This is an optimization exercise on Yosys and OpenROAD, whose aim is a short achievable clock period and few clock cycles, not a production implementation. For this run, only the layout was checked, not whether the RTL still works. No activity file was given, so power comes from the tool's default toggle rates.

<file path="design.v">
package isa_pkg;
    typedef struct packed {
        logic [6:0] funct7;
        logic [4:0] rs2;
        logic [4:0] rs1;
        logic [2:0] funct3;
        logic [4:0] rd;
        logic [6:0] opcode;
    } r_fmt_t;
    typedef struct packed {
        logic [11:0] imm12;
        logic [4:0]  rs1;
        logic [2:0]  funct3;
        logic [4:0]  rd;
        logic [6:0]  opcode;
    } i_fmt_t;
    typedef union packed {
        r_fmt_t r;
        i_fmt_t i;
    } instr_t;
    localparam logic [6:0] OPC_OP     = 7'b0110011;
    localparam logic [6:0] OPC_OP_IMM = 7'b0010011;
    localparam logic [6:0] OPC_LUI    = 7'b0110111;
    localparam logic [6:0] OPC_AUIPC  = 7'b0010111;
    localparam logic [6:0] OPC_JAL    = 7'b1101111;
    localparam logic [6:0] OPC_JALR   = 7'b1100111;
    localparam logic [6:0] OPC_BRANCH = 7'b1100011;
    localparam logic [2:0] F3_ADD  = 3'b000;   
    localparam logic [2:0] F3_SLL  = 3'b001;
    localparam logic [2:0] F3_SLT  = 3'b010;
    localparam logic [2:0] F3_SLTU = 3'b011;
    localparam logic [2:0] F3_XOR  = 3'b100;
    localparam logic [2:0] F3_SR   = 3'b101;   
    localparam logic [2:0] F3_OR   = 3'b110;
    localparam logic [2:0] F3_AND  = 3'b111;
    localparam logic [2:0] F3_BEQ  = 3'b000;
    localparam logic [2:0] F3_BNE  = 3'b001;
    localparam logic [2:0] F3_BLT  = 3'b100;
    localparam logic [2:0] F3_BGE  = 3'b101;
    localparam logic [2:0] F3_BLTU = 3'b110;
    localparam logic [2:0] F3_BGEU = 3'b111;
    localparam instr_t INSTR_BUBBLE = '0;   
endpackage
package core_pkg;
    localparam int XLEN   = 32;
    localparam int REG_AW = 5;
    localparam logic [XLEN-1:0] RESET_PC = '0;
    localparam logic [3:0] ALU_ADD  = 4'b0000;
    localparam logic [3:0] ALU_SLL  = 4'b0001;
    localparam logic [3:0] ALU_SLT  = 4'b0010;
    localparam logic [3:0] ALU_SLTU = 4'b0011;
    localparam logic [3:0] ALU_XOR  = 4'b0100;
    localparam logic [3:0] ALU_SRL  = 4'b0101;
    localparam logic [3:0] ALU_OR   = 4'b0110;
    localparam logic [3:0] ALU_AND  = 4'b0111;
    localparam logic [3:0] ALU_SUB  = 4'b1000;
    localparam logic [3:0] ALU_SRA  = 4'b1001;
    localparam logic [3:0] ALU_BEQ  = 4'b1010;   
    localparam logic [3:0] ALU_BNE  = 4'b1011;
    localparam logic [3:0] ALU_BLT  = 4'b1100;
    localparam logic [3:0] ALU_BGE  = 4'b1101;
    localparam logic [3:0] ALU_BLTU = 4'b1110;
    localparam logic [3:0] ALU_BGEU = 4'b1111;
    localparam logic [2:0] RES_ALU   = 3'd0;
    localparam logic [2:0] RES_LUI   = 3'd1;
    localparam logic [2:0] RES_AUIPC = 3'd2;
    localparam logic [2:0] RES_LINK  = 3'd3;   
    localparam logic [2:0] RES_NONE  = 3'd4;
endpackage
module regfile (
    input  logic        clk,
    input  logic        rst,
    input  logic [4:0]  rs1_addr,
    input  logic [4:0]  rs2_addr,
    output logic [31:0] rs1_data,
    output logic [31:0] rs2_data,
    input  logic        wen,
    input  logic [4:0]  rd,
    input  logic [31:0] wdata
);
    logic [31:0] regs [1:31];
    logic [31:1] written;
    always_ff @(posedge clk or posedge rst) begin
        if (rst) begin
            written <= '0;
        end else if (wen) begin
            for (int i = 1; i < 32; i++) if (rd == 5'(i)) written[i] <= 1'b1;
        end
    end
    always_ff @(posedge clk) begin
        if (wen) begin
            for (int i = 1; i < 32; i++) if (rd == 5'(i)) regs[i] <= wdata;
        end
    end
    always_comb begin
        rs1_data = '0;
        rs2_data = '0;
        for (int i = 1; i < 32; i++) begin
            rs1_data = rs1_data | ({32{rs1_addr == 5'(i) && written[i]}} & regs[i]);
            rs2_data = rs2_data | ({32{rs2_addr == 5'(i) && written[i]}} & regs[i]);
        end
        if (wen && rd == rs1_addr) rs1_data = wdata;
        if (wen && rd == rs2_addr) rs2_data = wdata;
    end
endmodule
module fetch_unit_unused;
endmodule
module decode_unit_unused;
endmodule
module ks_add (
    input  logic [31:0] a,
    input  logic [31:0] b,
    input  logic        cin,
    output logic [31:0] sum,
    output logic        cout
);
    logic [31:0] p0;
    logic [31:0] g [6];
    logic [31:0] p [6];
    logic [32:0] c;
    always_comb begin
        p0   = a ^ b;
        g[0] = a & b;
        p[0] = p0;
        for (int l = 0; l < 5; l++) begin
            for (int i = 0; i < 32; i++) begin
                if (i >= (1 << l)) begin
                    g[l+1][i] = g[l][i] | (p[l][i] & g[l][i - (1 << l)]);
                    p[l+1][i] = p[l][i] & p[l][i - (1 << l)];
                end else begin
                    g[l+1][i] = g[l][i];
                    p[l+1][i] = p[l][i];
                end
            end
        end
        c[0] = cin;
        for (int i = 0; i < 32; i++) c[i+1] = g[5][i] | (p[5][i] & cin);
        sum  = p0 ^ c[31:0];
        cout = c[32];
    end
endmodule
module rv_core (
    input  logic        clk,
    input  logic        rst,
    output logic [31:0] imem_addr,
    input  logic [31:0] imem_data,
    output logic        retire_valid,
    output logic [31:0] retire_pc,
    output logic        retire_wen,
    output logic [4:0]  retire_rd,
    output logic [31:0] retire_value
);
    localparam int NB = 8;    
    localparam int NBW = 3;   
    localparam int TW = 10;   
    localparam int RD = 4;    
    localparam logic [6:0] OPC_OP     = 7'b0110011;
    localparam logic [6:0] OPC_OP_IMM = 7'b0010011;
    localparam logic [6:0] OPC_LUI    = 7'b0110111;
    localparam logic [6:0] OPC_AUIPC  = 7'b0010111;
    localparam logic [6:0] OPC_JAL    = 7'b1101111;
    localparam logic [6:0] OPC_JALR   = 7'b1100111;
    localparam logic [6:0] OPC_BRANCH = 7'b1100011;
    logic        mis_d;         
    logic [31:0] d_redir;
    logic        d_call_push;
    logic        d_ret_pop;
    logic        mis_w;         
    logic [31:0] w_redir;
    logic [NB-1:0]   btb_v;
    logic [TW-1:0]   btb_tag  [NB];
    logic [TW-1:0]   btb_tagm1[NB];   
    logic [31:0]     btb_tgt  [NB];
    logic [1:0]      btb_ctr  [NB];
    logic [NB-1:0]   btb_cond;
    logic [NB-1:0]   btb_call;
    logic [NB-1:0]   btb_ret;
    logic [NBW-1:0] btb_rr;
    logic [31:0]     ras_s [RD];    
    logic [31:0]     ras_a [RD];    
    logic [31:0]     ras_a_next [RD];
    logic [RD-1:0]   rsv_s;         
    logic [RD-1:0]   rsv_a;
    logic [RD-1:0]   rsv_a_next;
    logic [31:0]   pc;
    logic [31:0]   pc_o;        
    logic [31:0]   pc4;
    logic [31:0]   pc_next;
    logic [NB-1:0] f_hit;
    logic [NB-1:0] f_tk;
    logic          f_pt;
    logic          f_ret;
    logic [31:0]   f_ptgt;
    logic [31:0]   f_imm_b;
    logic [31:0]   f_imm_j;
    assign imem_addr = pc_o;
    assign pc4       = pc + 32'd4;
    always_comb begin
        f_ptgt = '0;
        f_ret  = 1'b0;
        for (int i = 0; i < NB; i++) begin
            f_hit[i] = hit_q[i];
            f_tk[i]  = f_hit[i] && (!btb_cond[i] || btb_ctr[i][1]);
            f_ptgt   = f_ptgt | ({32{f_tk[i] && !(btb_ret[i] && rsv_s[0])}} & btb_tgt[i]);
            f_ret    = f_ret | (f_tk[i] && btb_ret[i]);
        end
        f_ptgt = f_ptgt | ({32{f_ret && rsv_s[0]}} & ras_s[0]);
    end
    assign f_pt = |f_tk;
    function automatic logic [NB-1:0] hits(input logic [31:0] addr);
        for (int j = 0; j < NB; j++) hits[j] = btb_v[j] && btb_tag[j] == addr[TW+1:2];
    endfunction
    logic [NB-1:0] hit_q;
    logic [NB-1:0] hit_next;
    logic [NB-1:0] hit_nz [2];
    logic [NB-1:0] h_pc4, h_ras, h_f, h_d, h_w;
    logic [NB-1:0] btb_wmask;   
    always_comb begin
        for (int j = 0; j < NB; j++) h_pc4[j] = btb_v[j] && btb_tagm1[j] == pc[TW+1:2];
        h_ras = hits(ras_s[0]);
        h_f   = {NB{f_ret && rsv_s[0]}} & h_ras;
        for (int i = 0; i < NB; i++) begin
            if (f_tk[i] && !(btb_ret[i] && rsv_s[0])) h_f = h_f | hits(btb_tgt[i]);
        end
        h_d = d_fzb ? hits(d_pc4) : d_q_jal ? hits(d_tgt_j) : d_q_br ? hits(d_tgt_b) : h_ras;
        h_w = w_is_jalr ? hits(w_jtgt) : w_take ? hits(w_tgt) : hits(w_pc4);
        for (int z = 0; z < 2; z++) begin
            if (mis_w)         hit_nz[z] = h_w;
            else if (mis_dz[z]) hit_nz[z] = (d_fzb && d_z1_tk == z[0]) ? hits(d_tgt_b) : h_d;
            else if (f_pt)     hit_nz[z] = h_f;
            else               hit_nz[z] = h_pc4;
        end
        hit_next = d_z ? hit_nz[1] : hit_nz[0];
    end
    always_ff @(posedge clk or posedge rst) begin
        if (rst) hit_q <= '0;
        else     hit_q <= hit_next & ~btb_wmask;
    end
    logic [31:0] pc_nz [2];
    always_comb begin
        for (int z = 0; z < 2; z++) begin
            if (mis_w)          pc_nz[z] = w_redir;
            else if (mis_dz[z]) pc_nz[z] = (d_fzb && d_z1_tk == z[0]) ? d_tgt_b : d_redir;
            else if (f_pt)      pc_nz[z] = f_ptgt;
            else                pc_nz[z] = pc4;
        end
        pc_next = d_z ? pc_nz[1] : pc_nz[0];
    end
    assign f_imm_b = {{20{imem_data[31]}}, imem_data[7], imem_data[30:25], imem_data[11:8],
                      1'b0};
    assign f_imm_j = {{12{imem_data[31]}}, imem_data[19:12], imem_data[20], imem_data[30:21],
                      1'b0};
    logic [31:0] f_tgt_b, f_tgt_j, f_auipc;
    logic        f_co_b, f_co_j, f_co_u;
    ks_add u_add_b (.a(pc), .b(f_imm_b), .cin(1'b0), .sum(f_tgt_b), .cout(f_co_b));
    ks_add u_add_j (.a(pc), .b(f_imm_j), .cin(1'b0), .sum(f_tgt_j), .cout(f_co_j));
    ks_add u_add_u (.a(pc), .b({imem_data[31:12], 12'b0}), .cin(1'b0), .sum(f_auipc),
                    .cout(f_co_u));
    logic        d_valid;
    logic [31:0] d_instr;
    logic [31:0] d_pc;
    logic [31:0] d_pc4;
    logic [31:0] d_tgt_b;
    logic [31:0] d_tgt_j;
    logic [31:0] d_auipc;
    logic        d_pt;
    logic [31:0] d_ptgt;
    always_ff @(posedge clk or posedge rst) begin
        if (rst) begin
            pc      <= '0;
            d_valid <= 1'b0;
        end else begin
            pc      <= {pc_next[31:1], 1'b0};
            d_valid <= !mis_w && !(d_z ? mis_dz[1] : mis_dz[0]) &&
                       imem_data != 32'h0;   
        end
    end
    logic f_is_jal, f_is_jalr, f_is_br, f_link_rd, f_link_rs1;
    logic d_q_jal, d_q_br, d_q_back, d_q_ret, d_q_call, d_q_fzb;
    logic d_is_addi;
    logic [11:0] d_negimm;   
    assign f_is_jal   = imem_data[6:0] == OPC_JAL;
    assign f_is_jalr  = imem_data[6:0] == OPC_JALR;
    assign f_is_br    = imem_data[6:0] == OPC_BRANCH;
    assign f_link_rd  = imem_data[11:7] == 5'd1 || imem_data[11:7] == 5'd5;
    assign f_link_rs1 = imem_data[19:15] == 5'd1 || imem_data[19:15] == 5'd5;
    always_ff @(posedge clk) begin
        d_negimm <= 12'(-$signed(imem_data[31:20]));
        d_q_jal  <= f_is_jal;
        d_q_br   <= f_is_br;
        d_q_back <= f_is_br && imem_data[31];
        d_q_ret  <= f_is_jalr && f_link_rs1 && !f_link_rd;
        d_q_call <= (f_is_jal || f_is_jalr) && f_link_rd;
        d_q_fzb  <= f_is_br && imem_data[14:13] == 2'b00 && imem_data[24:20] == 5'd0 &&
                    d_is_addi && d_rd != 5'd0 && d_rd == imem_data[19:15];
    end
    always_ff @(posedge clk) begin
        pc_o    <= rst ? 32'h0 : {pc_next[31:1], 1'b0};
        d_instr <= imem_data;
        d_pc    <= pc;
        d_pc4   <= pc4;
        d_tgt_b <= f_tgt_b;
        d_tgt_j <= f_tgt_j;
        d_auipc <= f_auipc;
        d_pt    <= f_pt;
        d_ptgt  <= f_ptgt;
    end
    logic d_push;
    logic d_pop;
    logic ras_restore;
    always_ff @(posedge clk) begin
        if (ras_restore) begin
            for (int i = 0; i < RD; i++) ras_s[i] <= ras_a[i];
        end else if (d_pop && d_push) begin
            ras_s[0] <= d_pc4;
        end else if (d_pop) begin
            for (int i = 0; i < RD - 1; i++) ras_s[i] <= ras_s[i+1];
        end else if (d_push) begin
            ras_s[0] <= d_pc4;
            for (int i = 1; i < RD; i++) ras_s[i] <= ras_s[i-1];
        end
    end
    always_ff @(posedge clk or posedge rst) begin
        if (rst) begin
            rsv_s <= '0;
        end else if (ras_restore) begin
            rsv_s <= rsv_a;
        end else if (d_pop && d_push) begin
            rsv_s[0] <= 1'b1;
        end else if (d_pop) begin
            rsv_s <= {1'b0, rsv_s[RD-1:1]};
        end else if (d_push) begin
            rsv_s <= {rsv_s[RD-2:0], 1'b1};
        end
    end
    always_ff @(posedge clk or posedge rst) begin
        if (rst) ras_restore <= 1'b0;
        else     ras_restore <= mis_w;
    end
    logic [6:0]  d_opc;
    logic [2:0]  d_f3;
    logic [4:0]  d_rd;
    logic [4:0]  d_rs1;
    logic [4:0]  d_rs2;
    logic        d_is_op, d_is_opi, d_is_lui, d_is_auipc, d_is_jal, d_is_jalr, d_is_br;
    logic        d_alu;
    logic        d_use_imm;
    logic        d_wen;
    logic        d_link_rd, d_link_rs1;
    logic [31:0] imm_i, imm_u;
    logic [31:0] d_const;
    logic [31:0] rs1_data, rs2_data;
    logic        e_valid;
    logic        e_wen;
    logic [4:0]  e_rd;
    logic [31:0] result;
    logic        w_valid;
    logic        w_wen;
    logic [4:0]  w_rd;
    logic [31:0] w_value;
    logic [31:0] w_pc;
    assign d_opc = d_instr[6:0];
    assign d_f3  = d_instr[14:12];
    assign d_rd  = d_instr[11:7];
    assign d_rs1 = d_instr[19:15];
    assign d_rs2 = d_instr[24:20];
    assign d_is_op    = d_opc == OPC_OP;
    assign d_is_opi   = d_opc == OPC_OP_IMM;
    assign d_is_lui   = d_opc == OPC_LUI;
    assign d_is_auipc = d_opc == OPC_AUIPC;
    assign d_is_jal   = d_opc == OPC_JAL;
    assign d_is_jalr  = d_opc == OPC_JALR;
    assign d_is_br    = d_opc == OPC_BRANCH;
    assign d_alu      = d_is_op || d_is_opi;
    assign d_use_imm  = d_is_opi || d_is_jalr;
    assign d_wen      = (d_alu || d_is_lui || d_is_auipc || d_is_jal || d_is_jalr) &&
                        d_rd != 5'd0;
    assign d_link_rd  = d_rd == 5'd1 || d_rd == 5'd5;
    assign d_link_rs1 = d_rs1 == 5'd1 || d_rs1 == 5'd5;
    assign imm_i = {{20{d_instr[31]}}, d_instr[31:20]};
    assign imm_u = {d_instr[31:12], 12'b0};
    assign d_const = d_is_lui ? imm_u : d_is_auipc ? d_auipc : d_pc4;
    assign d_ret_pop   = d_q_ret;
    assign d_call_push = d_q_call;
    assign d_is_addi   = d_is_opi && d_f3 == 3'b000;
    logic d_fzb;      
    logic d_fzb_tk;
    logic d_tgt_ok;
    logic [11:0] e_negimm;
    assign d_fzb    = d_q_fzb && e_wen;
    logic d_z;        
    logic d_z1_tk;    
    logic [1:0] mis_dz;
    assign d_z      = e_a[11:0] == e_negimm;
    assign d_z1_tk  = !d_f3[0];
    assign d_fzb_tk = d_f3[0] ^ d_z;
    assign d_tgt_ok = d_ptgt[31:1] == d_tgt_b[31:1];
    assign mis_d    = d_valid && !d_fzb && !d_pt &&
                      (d_q_jal || d_q_back || (d_ret_pop && rsv_s[0]));
    always_comb begin
        for (int z = 0; z < 2; z++) begin
            mis_dz[z] = mis_d || (d_valid && d_fzb &&
                                  (d_z1_tk == z[0] ? !(d_pt && d_tgt_ok) : d_pt));
        end
    end
    assign d_push   = d_valid && d_call_push && (d_pt || d_q_jal);
    assign d_pop    = d_valid && d_ret_pop && (d_pt || rsv_s[0]);
    assign d_redir  = d_fzb ? d_pc4 : d_q_jal ? d_tgt_j : d_q_br ? d_tgt_b : ras_s[0];
    logic fwd_a, fwd_b, fwd_a_late, fwd_b_late;
    logic d_sub;
    logic [31:0] other;
    assign d_sub     = (d_is_op && d_f3 == 3'b000 && d_instr[30]) || d_is_br ||
                       (d_alu && d_f3[2:1] == 2'b01);
    assign fwd_a     = e_wen && e_rd == d_rs1;
    assign fwd_b     = e_wen && e_rd == d_rs2 && !d_use_imm;
    assign fwd_a_late = fwd_a && e_sel_late;
    assign fwd_b_late = fwd_b && e_sel_late;
    regfile u_regfile (
        .clk      (clk),
        .rst      (rst),
        .rs1_addr (d_rs1),
        .rs2_addr (d_rs2),
        .rs1_data (rs1_data),
        .rs2_data (rs2_data),
        .wen      (w_wen),
        .rd       (w_rd),
        .wdata    (w_value)
    );
    logic [31:0] e_pc;
    logic [31:0] e_pc4;
    logic [31:0] e_a;
    logic [31:0] e_b;
    logic [31:0] e_bs;       
    logic        e_sub;
    logic        e_sra;
    logic        e_sel_add, e_sel_sll, e_sel_slt, e_sel_sltu, e_sel_xor, e_sel_sr, e_sel_or;
    logic        e_sel_late;   
    logic        e_sel_and, e_sel_const;
    logic [31:0] e_const;
    logic [31:0] e_tgt;
    logic        e_is_br;
    logic        e_is_jal;
    logic        e_is_jalr;
    logic [2:0]  e_f3;
    logic        e_pt;
    logic [31:0] e_ptgt;
    logic        e_call;
    logic        e_ret;
    always_ff @(posedge clk or posedge rst) begin
        if (rst) begin
            e_valid <= 1'b0;
            e_wen   <= 1'b0;
        end else begin
            e_valid <= d_valid && !mis_w;
            e_wen   <= d_valid && !mis_w && d_wen;
        end
    end
    always_ff @(posedge clk) begin
        e_a         <= fwd_a_late ? late : fwd_a ? other : rs1_data;
        e_b         <= fwd_b_late ? late : fwd_b ? other : d_use_imm ? imm_i : rs2_data;
        e_bs        <= {32{d_sub}} ^
                       (fwd_b_late ? late : fwd_b ? other : d_use_imm ? imm_i : rs2_data);
        e_pc        <= d_pc;
        e_pc4       <= d_pc4;
        e_rd        <= d_rd;
        e_sub       <= d_sub;
        e_sra       <= d_instr[30];
        e_sel_add   <= (d_alu && d_f3 == 3'b000) || !(d_alu || d_is_lui || d_is_auipc ||
                                                     d_is_jal || d_is_jalr);
        e_sel_sll   <= d_alu && d_f3 == 3'b001;
        e_sel_slt   <= d_alu && d_f3 == 3'b010;
        e_sel_late  <= (d_alu && (d_f3 == 3'b000 || d_f3[2:1] == 2'b01)) ||
                       !(d_alu || d_is_lui || d_is_auipc || d_is_jal || d_is_jalr);
        e_sel_sltu  <= d_alu && d_f3 == 3'b011;
        e_sel_xor   <= d_alu && d_f3 == 3'b100;
        e_sel_sr    <= d_alu && d_f3 == 3'b101;
        e_sel_or    <= d_alu && d_f3 == 3'b110;
        e_sel_and   <= d_alu && d_f3 == 3'b111;
        e_sel_const <= d_is_lui || d_is_auipc || d_is_jal || d_is_jalr;
        e_const     <= d_const;
        e_tgt       <= d_is_jal ? d_tgt_j : d_tgt_b;
        e_is_br     <= d_is_br;
        e_is_jal    <= d_is_jal;
        e_is_jalr   <= d_is_jalr;
        e_f3        <= d_f3;
        e_pt        <= d_fzb ? d_fzb_tk : d_pt || mis_d;
        e_ptgt      <= d_fzb ? (d_fzb_tk ? d_tgt_b : d_pc4) : mis_d ? d_redir : d_ptgt;
        e_negimm    <= d_negimm;
        e_call      <= d_call_push;
        e_ret       <= d_ret_pop;
    end
    logic [31:0] a;
    logic [31:0] b;
    logic [31:0] sum;
    logic        cout;
    logic        eq, lt, ltu;
    logic        cond;
    logic [31:0] sll_r;
    logic [31:0] sr_r;
    logic        tgt_ok;
    logic        take;
    logic        mis_raw;
    assign a   = e_a;
    assign b   = e_b;
    ks_add u_add (
        .a    (a),
        .b    (e_bs),
        .cin  (e_sub),
        .sum  (sum),
        .cout (cout)
    );
    logic cmp_late;    
    logic sgn_diff;
    assign sgn_diff = a[31] ^ b[31];
    assign eq       = a == b;
    assign lt       = sgn_diff ? a[31] : sum[31];
    assign ltu      = !cout;
    assign cmp_late = e_f3[1] ? cout : sum[31];
    assign sll_r = a << b[4:0];
    assign sr_r  = 32'($signed({e_sra && a[31], a}) >>> b[4:0]);
    logic [1:0] cond_l;
    always_comb begin
        for (int l = 0; l < 2; l++) begin
            case (e_f3)
                3'b000:  cond_l[l] = eq;
                3'b001:  cond_l[l] = !eq;
                3'b100:  cond_l[l] = sgn_diff ? a[31] : l[0];
                3'b101:  cond_l[l] = !(sgn_diff ? a[31] : l[0]);
                3'b110:  cond_l[l] = !l[0];
                3'b111:  cond_l[l] = l[0];
                default: cond_l[l] = 1'b0;
            endcase
        end
    end
    assign cond = cmp_late ? cond_l[1] : cond_l[0];
    logic [31:0] late;
    assign late   = e_sel_add ? sum : {31'b0, e_sel_slt ? lt : ltu};
    assign other  = ({32{e_sel_sll}}   & sll_r) |
                    ({32{e_sel_xor}}   & (a ^ b)) |
                    ({32{e_sel_sr}}    & sr_r) |
                    ({32{e_sel_or}}    & (a | b)) |
                    ({32{e_sel_and}}   & (a & b)) |
                    ({32{e_sel_const}} & e_const);
    assign result = e_sel_late ? late : other;
    assign tgt_ok  = e_ptgt[31:1] == e_tgt[31:1];
    logic [1:0] take_l, mis_l;
    always_comb begin
        for (int l = 0; l < 2; l++) begin
            take_l[l] = (e_is_br && cond_l[l]) || e_is_jal;
            mis_l[l]  = e_is_br  ? (cond_l[l] ? !(e_pt && tgt_ok) : e_pt) :
                        e_is_jal ? !(e_pt && tgt_ok) :
                        (!e_is_jalr && e_pt);
        end
    end
    assign take    = cmp_late ? take_l[1] : take_l[0];
    assign mis_raw = cmp_late ? mis_l[1] : mis_l[0];
    always_comb begin
        for (int i = 0; i < RD; i++) ras_a_next[i] = ras_a[i];
        rsv_a_next = rsv_a;
        if (e_valid && !mis_w) begin
            if (e_ret && e_call) begin
                ras_a_next[0] = e_pc4;
                rsv_a_next[0] = 1'b1;
            end else if (e_ret) begin
                for (int i = 0; i < RD - 1; i++) ras_a_next[i] = ras_a[i+1];
                rsv_a_next = {1'b0, rsv_a[RD-1:1]};
            end else if (e_call) begin
                ras_a_next[0] = e_pc4;
                for (int i = 1; i < RD; i++) ras_a_next[i] = ras_a[i-1];
                rsv_a_next = {rsv_a[RD-2:0], 1'b1};
            end
        end
    end
    always_ff @(posedge clk) begin
        for (int i = 0; i < RD; i++) ras_a[i] <= ras_a_next[i];
    end
    always_ff @(posedge clk or posedge rst) begin
        if (rst) rsv_a <= '0;
        else     rsv_a <= rsv_a_next;
    end
    logic        w_is_jalr;
    logic        w_mis_br;
    logic        w_late;
    logic [1:0]  w_mis_l;
    logic [1:0]  w_take_l;
    logic [31:0] w_tgt;
    logic [31:0] w_pc4;
    logic        w_take;
    logic [31:0] w_jtgt;
    logic        w_pt;
    logic [31:0] w_ptgt;
    logic        w_ctrl;
    logic        w_taken;
    logic [31:0] w_atgt;
    logic        w_cond;
    logic        w_call;
    logic        w_ret;
    always_ff @(posedge clk or posedge rst) begin
        if (rst) begin
            w_valid <= 1'b0;
            w_wen   <= 1'b0;
        end else begin
            w_valid <= e_valid && !mis_w;
            w_wen   <= e_wen && !mis_w;
        end
    end
    always_ff @(posedge clk) begin
        w_pc       <= e_pc;
        w_rd       <= e_rd;
        w_value    <= result;
        w_is_jalr  <= e_is_jalr;
        w_late     <= cmp_late;
        w_mis_l    <= mis_l;
        w_take_l   <= take_l;
        w_tgt      <= e_tgt;
        w_pc4      <= e_pc4;
        w_jtgt     <= {sum[31:1], 1'b0};
        w_pt       <= e_pt;
        w_ptgt     <= e_ptgt;
        w_ctrl     <= e_is_br || e_is_jal || e_is_jalr;
        w_atgt     <= e_is_jalr ? {sum[31:1], 1'b0} : e_tgt;
        w_cond     <= e_is_br;
        w_call     <= e_call;
        w_ret      <= e_ret;
    end
    assign w_mis_br = w_late ? w_mis_l[1] : w_mis_l[0];
    assign w_take   = w_late ? w_take_l[1] : w_take_l[0];
    assign w_taken  = w_take || w_is_jalr;
    assign mis_w   = w_valid && (w_mis_br ||
                                 (w_is_jalr && !(w_pt && w_ptgt[31:1] == w_jtgt[31:1])));
    assign w_redir = w_is_jalr ? w_jtgt : w_take ? w_tgt : w_pc4;
    assign retire_valid = w_valid;
    assign retire_pc    = w_pc;
    assign retire_wen   = w_wen;
    assign retire_rd    = w_rd;
    assign retire_value = w_value;
    logic [NB-1:0] u_hit;
    logic          u_any;
    always_comb begin
        for (int i = 0; i < NB; i++) u_hit[i] = btb_v[i] && btb_tag[i] == w_pc[TW+1:2];
    end
    assign u_any = |u_hit;
    logic [NB-1:0] x_upd;
    logic [NB-1:0] x_alloc;
    logic [NB-1:0] x_inval;
    logic          x_taken;
    logic [31:0]   x_atgt;
    logic [TW-1:0] x_tag;
    logic          x_cond;
    logic          x_call;
    logic          x_ret;
    logic          u_alloc;
    assign u_alloc   = w_valid && w_ctrl && w_taken && !u_any;
    assign btb_wmask = x_alloc | x_inval;
    always_ff @(posedge clk or posedge rst) begin
        if (rst) begin
            x_upd   <= '0;
            x_alloc <= '0;
            x_inval <= '0;
            btb_rr  <= '0;
        end else begin
            x_upd   <= {NB{w_valid && w_ctrl}} & u_hit;
            x_inval <= {NB{w_valid && !w_ctrl}} & u_hit;   
            for (int i = 0; i < NB; i++) x_alloc[i] <= u_alloc && btb_rr == NBW'(i);
            if (u_alloc) btb_rr <= btb_rr + 1'b1;
        end
    end
    always_ff @(posedge clk) begin
        x_taken <= w_taken;
        x_atgt  <= w_atgt;
        x_tag   <= w_pc[TW+1:2];
        x_cond  <= w_cond;
        x_call  <= w_call;
        x_ret   <= w_ret;
    end
    always_ff @(posedge clk or posedge rst) begin
        if (rst) btb_v <= '0;
        else     btb_v <= (btb_v | x_alloc) & ~x_inval;
    end
    always_ff @(posedge clk) begin
        for (int i = 0; i < NB; i++) begin
            if (x_upd[i]) begin
                if (x_taken) btb_tgt[i] <= x_atgt;
                if (x_taken && btb_ctr[i] != 2'b11) btb_ctr[i] <= btb_ctr[i] + 2'b01;
                if (!x_taken && btb_ctr[i] != 2'b00) btb_ctr[i] <= btb_ctr[i] - 2'b01;
                btb_cond[i] <= x_cond;
                btb_call[i] <= x_call;
                btb_ret[i]  <= x_ret;
            end
            if (x_alloc[i]) begin
                btb_tag[i]   <= x_tag;
                btb_tagm1[i] <= x_tag - 1'b1;
                btb_tgt[i]   <= x_atgt;
                btb_ctr[i]   <= 2'b10;
                btb_cond[i]  <= x_cond;
                btb_call[i]  <= x_call;
                btb_ret[i]   <= x_ret;
            end
        end
    end
endmodule
</file>
<file path="run.sh">
#!/bin/bash
# synth_recipe.tcl (not shown) runs the flow's synth.tcl, then flattens the netlist and writes it again
# the make line also repeats each setting of config.mk as NAME=value (left out here)
make -C /OpenROAD-flow-scripts/flow DESIGN_CONFIG=/design/flow/config.mk WORK_HOME=/design/flow/orfs CLKGATE_MAP_FILE= SYNTH_SCRIPT=/design/flow/synth_recipe.tcl finish
</file>
<file path="config.mk">
export PLATFORM = sky130hd
export DESIGN_NAME = rv_core
export DESIGN_NICKNAME = rv_core
export VERILOG_FILES = /design/flow/design.v
export SDC_FILE = /design/flow/constraint.sdc
export NUM_CORES = 4
export LEC_CHECK = 0
export ABC_CLOCK_PERIOD_IN_PS = 2000
export CAP_MARGIN = 20
export CORE_MARGIN = 2
export CORE_UTILIZATION = 35
export MIN_ROUTING_LAYER = met2
export PLACE_DENSITY = 0.5
export SETUP_SLACK_MARGIN = 3.5
export SLEW_MARGIN = 20
</file>
<file path="constraint.sdc">
create_clock -name core_clock -period 6.3 [get_ports {clk}]
set_input_delay 1.2600 -clock core_clock [delete_from_list [all_inputs] [get_ports {clk}]]
set_output_delay 1.2600 -clock core_clock [all_outputs]
set_load 0.01 [all_outputs]
</file>
==> summary.txt <==
==> worst max path at each step <==
stage	startpoint	endpoint	slack [ns]	cells past startpoint
after CTS	d_instr[23]	e_bs[25]	2.90	15
after global placement	imem_data[22]	d_tgt_j[30]	1.02	11
after detailed placement	imem_data[22]	d_tgt_j[26]	1.14	11
after floorplan	imem_data[21]	d_tgt_j[25]	2.82	12
==> metrics by stage <==
stage / power, mW / area (um2)
4_1_cts: 55.1 / 160000
3_5_place_dp: 34.6 / 134000
3_3_place_gp: 34.6 / 134000
2_1_floorplan: 27.7 / 125000
==> logic make-up after synthesis <==
family	Yosys count	share of synthesized area [%]
DFF	2617	55.9
AOI/OAI and AO/OA	2237	12.8
buffers and inverters	1013	3.55
other	1	0.00301
adders and majority gates	169	1.72
muxes	552	5.53
xor gates and xnor gates	1506	10.6
and+or+nand+nor	2398	9.81
==> repair_timing <==
item                       in CTS
pin swaps                     413
cloned                         71
setup endpoints to repair    1578
buffers inserted              769
gates resized for setup      2323
==> power groups by stage <==
stage | Combinational [mW] | Sequential [mW] | Clock (mW)
2_1_floorplan | 5.58 | 22.1 | 0
3_5_place_dp | 10.5 | 24.2 | 0
4_1_cts | 12.6 | 23.9 | 18.6
3_3_place_gp | 10.5 | 24.2 | 0
==> metal layers <==
metal,GRT overflow,GRT usage [%]
met5,13,42.0
met4,15,49.5
met1,-,-
met2,15,74.5
met3,66,78.1
==> impl_metrics.ini <==
[outcome]
status = stopped before the end
lastStage = 5_1_grt
error = [ERROR GRT-0116] Global routing finished with congestion. Check the congestion regions in the DRC Viewer.

[clock_network]
cts_buffers = 308
clock-sinks = 2617
clockBufferDepth = 4
ctsHoldBuffers = 0
cts_max_level = 5
cts-root-buf = clkbuf_16

[global_route]
grt_pass1_vias = 159000
gr-total-overflow = 109
grt_pass1_wl_um = 1130000
grt_usage_pct = 69.4
grt_max_degree = 106

[logic_synthesis]
ys_seq_area_share_pct = 55.9
yosysUniqueCellTypes = 106
synthTopCellsByArea = edfxtp_1 (40%), dfxtp_1 (13%), xor2_1 (5.3%)
async_flop_share_pct = 4.55
yosysWarnings = 15
synthFlopType = edfxtp_1
ys_ff_latch = 2617
synth_area_per_cell_um2 = 11.9
synth-edff-count = 1664
synth.largest_area_cell = edfxtp_1
synthTopCellsByCount = edfxtp_1 (1664), a22oi_1 (866), dfxtp_1 (834)
postSynthCellCount = 10500
syn-cell-area_um2 = 125000
synth_largest_type_area_fraction_pct = 40.1
synthMostInstantiatedCell = edfxtp_1

[placement]
portBuffers = 134
post-place-ws_ns = 1.14
globalplace.congestion = 1.13
dpl.hpwl_um = 484000
placed_cells = 15100

[floorplan]
die_h_um = 600
initial_core_util_pct = 35.1
io_pins = 137
rows = 219
fp.dieW_um = 600
